Context: an optimization exercise on an open-source flow, tuned for small area, a short achievable clock period and few clock cycles per item. The choices shown serve that exercise and are no tape-out recipe.
The RTL was checked by simulation tests, not by an equivalence proof against the original design.
Power is estimated from default activity; no workload was simulated.

run C:
==> flow/design.v <==
package lpet_pkg;
   localparam int TABLE_SLOTS   = 16;
   localparam int IDX_BITS      = $clog2(TABLE_SLOTS);
   localparam int CNT_BITS      = $clog2(TABLE_SLOTS + 1);
   localparam bit SLOTS_POW2    = (TABLE_SLOTS & (TABLE_SLOTS - 1)) == 0;
   localparam int CMD_BITS      = 1;
   localparam int KEY_BITS      = 31;
   localparam int HALF_BITS     = 16;
   localparam int SLOT_OUT_BITS = 4;
   localparam int BIT_CNT_BITS  = $clog2(KEY_BITS + 1);
   localparam logic [CMD_BITS-1:0] CMD_INSERT = 1'b0;
   localparam logic [CMD_BITS-1:0] CMD_SEARCH = 1'b1;
   typedef struct packed {
      logic [KEY_BITS-1:0]  key;
      logic [HALF_BITS-1:0] descriptor;
      logic [HALF_BITS-1:0] send_handle;
      logic [HALF_BITS-1:0] done_handle;
   } slot_entry_type;
   typedef struct packed {
      logic [SLOT_OUT_BITS-1:0] slot;
      logic                     found;
      logic                     table_full;
      logic [HALF_BITS-1:0]     descriptor_out;
      logic [HALF_BITS-1:0]     send_handle_out;
      logic [HALF_BITS-1:0]     done_handle_out;
   } rsp_payload_type;
   typedef enum logic [4:0] {
      ST_CLEAR  = 5'b00001,
      ST_IDLE   = 5'b00010,
      ST_MOD    = 5'b00100,
      ST_PROBE  = 5'b01000,
      ST_FINISH = 5'b10000
   } state_type;
endpackage
import lpet_pkg::*;
module lpet_slot_ram (
   input  logic [lpet_pkg::TABLE_SLOTS-1:0] m,
   input  logic [lpet_pkg::IDX_BITS-1:0]    s,
   output logic [lpet_pkg::TABLE_SLOTS-1:0] sel
);
   localparam int N = TABLE_SLOTS;
   localparam int L = IDX_BITS;
   logic [N-1:0] lo;
   logic [N-1:0] plo [L+1];    
   logic [N-1:0] pm  [L+1];    
   logic         any_lo;
   always_comb begin
      for (int j = 0; j < N; j++) begin
         lo[j] = m[j] && (IDX_BITS'(j) >= s);
      end
      plo[0] = {lo[N-2:0], 1'b0};
      pm[0]  = {m[N-2:0], 1'b0};
      for (int k = 1; k <= L; k++) begin
         for (int j = 0; j < N; j++) begin
            if (j >= (1 << (k - 1))) begin
               plo[k][j] = plo[k-1][j] | plo[k-1][j - (1 << (k - 1))];
               pm[k][j]  = pm[k-1][j]  | pm[k-1][j - (1 << (k - 1))];
            end else begin
               plo[k][j] = plo[k-1][j];
               pm[k][j]  = pm[k-1][j];
            end
         end
      end
      any_lo = plo[L][N-1] | lo[N-1];
      for (int j = 0; j < N; j++) begin
         sel[j] = (lo[j] && !plo[L][j]) || (!any_lo && m[j] && !pm[L][j]);
      end
   end
endmodule
import lpet_pkg::*;
module lpet_mod_unit (
   input  logic [lpet_pkg::KEY_BITS-1:0] key_in,
   output logic [lpet_pkg::IDX_BITS-1:0] rem
);
   assign rem = key_in[IDX_BITS-1:0];
endmodule
import lpet_pkg::*;
module linear_probe_endpoint_table (
   input  logic                           clock,
   input  logic                           reset,
   input  logic                           req_valid,
   output logic                           req_ready,
   input  logic [lpet_pkg::CMD_BITS-1:0]  req_command,
   input  logic [lpet_pkg::KEY_BITS-1:0]  req_key,
   input  logic [lpet_pkg::HALF_BITS-1:0] req_descriptor,
   input  logic [lpet_pkg::HALF_BITS-1:0] req_send_handle,
   input  logic [lpet_pkg::HALF_BITS-1:0] req_done_handle,
   output logic                           rsp_valid,
   input  logic                           rsp_ready,
   output logic [lpet_pkg::SLOT_OUT_BITS-1:0] rsp_slot,
   output logic                           rsp_found,
   output logic                           rsp_table_full,
   output logic [lpet_pkg::HALF_BITS-1:0] rsp_descriptor_out,
   output logic [lpet_pkg::HALF_BITS-1:0] rsp_send_handle_out,
   output logic [lpet_pkg::HALF_BITS-1:0] rsp_done_handle_out
);
   localparam int N    = TABLE_SLOTS;
   localparam int DW   = 3 * HALF_BITS;
   localparam int PW   = IDX_BITS + 2;      
   localparam int QD   = 4;                 
   logic [N-1:0]          valid_ff;
   logic [KEY_BITS-1:0]   key_ff [N];
   logic [DW-1:0]         dat_ff [N];
   logic                  s1_v_ff;
   logic [CMD_BITS-1:0]   s1_cmd_ff;
   logic                  s1_ins_ff;       
   logic [KEY_BITS-1:0]   s1_key_ff;
   logic [DW-1:0]         s1_dat_ff;
   logic [N-1:0]          we_ff;           
   logic [N-1:0]          eq_ff;           
   logic [N-1:0]          wprev_ff;        
   logic                  eqprev_ff;       
   logic                  r2_v_ff;
   logic [N-1:0]          r2_sel_ff;
   logic                  r2_full_ff;
   logic [QD-1:0]         qv_ff;
   logic [PW-1:0]         q_ff [QD];
   logic [IDX_BITS-1:0]   out_slot_ff;
   logic                  out_found_ff;
   logic                  out_full_ff;
   logic [DW-1:0]         out_dat_ff;
   logic                  ready_ff;
   logic                  accept;
   logic                  zero_in;
   logic [IDX_BITS-1:0]   start_in;
   logic [N-1:0]          free_nx;
   logic [N-1:0]          ins_sel_in;
   logic [N-1:0]          we_in;
   logic                  eq_prev_in;
   logic [N-1:0]          eq_in;
   assign accept     = req_valid && ready_ff;
   assign zero_in    = (req_key == '0);
   assign free_nx    = ~valid_ff & ~we_ff;
   assign eq_prev_in = (req_key == s1_key_ff);
   lpet_mod_unit u_mod (
      .key_in (req_key),
      .rem    (start_in)
   );
   lpet_slot_ram u_ins (.m(free_nx), .s(start_in), .sel(ins_sel_in));
   assign we_in = (accept && (req_command == CMD_INSERT) && !zero_in) ? ins_sel_in : '0;
   always_comb begin
      for (int j = 0; j < N; j++) begin
         eq_in[j] = valid_ff[j] && (key_ff[j] == req_key);
      end
   end
   logic [N-1:0]          srch_sel;
   logic [N-1:0]          res_sel;
   lpet_slot_ram u_srch (.m(eq_ff | (eqprev_ff ? wprev_ff : '0)),
                         .s(s1_key_ff[IDX_BITS-1:0]), .sel(srch_sel));
   assign res_sel = (s1_cmd_ff == CMD_INSERT) ? we_ff : srch_sel;
   always_ff @(posedge clock) begin
      if (reset) begin
         valid_ff <= '0;
         we_ff    <= '0;
      end else begin
         valid_ff <= valid_ff | we_ff;
         we_ff    <= we_in;
      end
      eq_ff     <= eq_in;
      wprev_ff  <= we_ff;
      eqprev_ff <= eq_prev_in;
      s1_cmd_ff <= req_command;
      s1_ins_ff <= (req_command == CMD_INSERT) && !zero_in;
      s1_key_ff <= req_key;
      s1_dat_ff <= {req_descriptor, req_send_handle, req_done_handle};
      for (int j = 0; j < N; j++) begin
         if (we_ff[j]) begin
            key_ff[j] <= s1_key_ff;
            dat_ff[j] <= s1_dat_ff;
         end
      end
      r2_sel_ff  <= res_sel;
      r2_full_ff <= s1_ins_ff && (we_ff == '0);
   end
   logic [IDX_BITS-1:0]   r2_slot;
   logic [PW-1:0]         r2_res;
   logic                  pop;
   logic [QD-1:0]         qv_pop;          
   logic [QD-1:0]         qv_in;
   logic                  out_load;
   logic [PW-1:0]         head;            
   logic [N-1:0]          rd_sel;
   logic [DW-1:0]         rd_dat;
   always_comb begin
      r2_slot = '0;
      for (int j = 0; j < N; j++) begin
         if (r2_sel_ff[j]) r2_slot = r2_slot | IDX_BITS'(j);
      end
      r2_res = {r2_full_ff, |r2_sel_ff, r2_slot};
   end
   assign pop    = qv_ff[0] && rsp_ready;
   assign qv_pop = pop ? {1'b0, qv_ff[QD-1:1]} : qv_ff;
   always_comb begin
      for (int i = 0; i < QD; i++) begin
         qv_in[i] = qv_pop[i] || (r2_v_ff && ((i == 0) || qv_pop[(i == 0) ? 0 : i - 1]));
      end
   end
   assign out_load = pop || !qv_ff[0];
   always_comb begin
      if (!out_load) begin
         head = q_ff[0];
      end else if (qv_ff[1]) begin
         head = q_ff[1];
      end else begin
         head = r2_res;
      end
      for (int j = 0; j < N; j++) begin
         if (!out_load) begin
            rd_sel[j] = q_ff[0][IDX_BITS] && (q_ff[0][IDX_BITS-1:0] == IDX_BITS'(j));
         end else if (qv_ff[1]) begin
            rd_sel[j] = q_ff[1][IDX_BITS] && (q_ff[1][IDX_BITS-1:0] == IDX_BITS'(j));
         end else begin
            rd_sel[j] = r2_sel_ff[j];
         end
      end
      rd_dat = '0;
      for (int j = 0; j < N; j++) begin
         if (rd_sel[j]) rd_dat = rd_dat | dat_ff[j];
      end
   end
   always_ff @(posedge clock) begin
      if (reset) begin
         s1_v_ff  <= 1'b0;
         r2_v_ff  <= 1'b0;
         qv_ff    <= '0;
         ready_ff <= 1'b1;
      end else begin
         s1_v_ff  <= accept;
         r2_v_ff  <= s1_v_ff;
         qv_ff    <= qv_in;
         ready_ff <= !qv_in[3] && !(qv_in[2] && (accept || s1_v_ff)) &&
                     !(qv_in[1] && accept && s1_v_ff);
      end
      for (int i = 0; i < QD; i++) begin
         if (r2_v_ff && !qv_pop[i] && ((i == 0) || qv_pop[(i == 0) ? 0 : i - 1])) begin
            q_ff[i] <= r2_res;
         end else if (pop && (i < QD - 1)) begin
            q_ff[i] <= q_ff[(i < QD - 1) ? i + 1 : i];
         end
      end
      out_slot_ff  <= head[IDX_BITS-1:0];
      out_found_ff <= head[IDX_BITS];
      out_full_ff  <= head[IDX_BITS+1];
      out_dat_ff   <= rd_dat;
   end
   assign req_ready           = ready_ff;
   assign rsp_valid           = qv_ff[0];
   assign rsp_slot            = out_slot_ff;
   assign rsp_found           = out_found_ff;
   assign rsp_table_full      = out_full_ff;
   assign rsp_descriptor_out  = out_dat_ff[3*HALF_BITS-1:2*HALF_BITS];
   assign rsp_send_handle_out = out_dat_ff[2*HALF_BITS-1:HALF_BITS];
   assign rsp_done_handle_out = out_dat_ff[HALF_BITS-1:0];
endmodule
export LEC_CHECK = 0
export CAP_MARGIN = 20
export CORE_MARGIN = 2
export CORE_UTILIZATION = 60
export CTS_CLUSTER_DIAMETER = 100
export CTS_CLUSTER_SIZE = 25
export PLACE_DENSITY = 0.75
export SETUP_SLACK_MARGIN = 2.8
export SLEW_MARGIN = 20
export TNS_END_PERCENT = 20
create_clock -name core_clock -period 5.0 [get_ports {clock}]
run.sh (not shown) runs the stock make flow with config.mk's settings and CLKGATE_MAP_FILE= SYNTH_SCRIPT=/design/flow/synth_recipe.tcl, a recipe that flattens the netlist after the stock synthesis.
Run C went all the way through the flow, and no timing, DRC or antenna check failed.
Testbench counts of run C, summed over its fixed seeds: cycles 6,528, items 6,144.
> inputs changed (run C -> run E)
Settings: TNS_END_PERCENT changed from 20 to 5; PLACE_DENSITY removed (was 0.75); CORE_UTILIZATION changed from 60 to 50.
Notes after the runs:
Compared with run C, run E shows a lower post-route cell area. On count of TritonRoute iterations in the first routing pass, run E tracks run C almost exactly. Changes observed in run E relative to run C: fmax went up 12 MHz, mean routed wirelength per cell lower. The slowest cell on the critical path comes out a221oi_1 in one run and edfxtp_1 in the other, namely in run C and run E respectively. Looking at clock network fraction of total power across run C and run E, the one that comes out lower is run C. Fraction of layout cells with a size suffix above 1: run E vs run C down 2.2 points.

## afterwards: timing with drivers on the ports
The flow's constraints put no driver on any port. The routed layouts listed below were extracted and timed again, unchanged, in two steps.
Step 1 (the two cells are an assumption about what drives the block):
set clk [get_ports {clock}]
set_driving_cell -lib_cell sky130_fd_sc_hd__clkbuf_16 $clk
set_driving_cell -lib_cell sky130_fd_sc_hd__buf_2 [delete_from_list [all_inputs] $clk]
Step 2, shift: input delay + t, output delay - t, t = (earliest + latest rising clock arrival at the registers) / 2. This alone moves slack from input paths to output paths.
Three values: ideal, step 1, step 2; two values: the first two.
run	t, ns	setup slack, ns	hold slack, ns
run C	0.736	2.483 / 2.488 / 1.768	0.493 / 0.493 / 0.493
run E	0.748	2.558 / 2.558 / 1.870	0.444 / 0.444 / 0.444
After both steps setup and hold are still met in every run listed. The setup slack of run C, which loses most, moves by +0.005 ns with the drivers and by -0.715 ns with both steps.
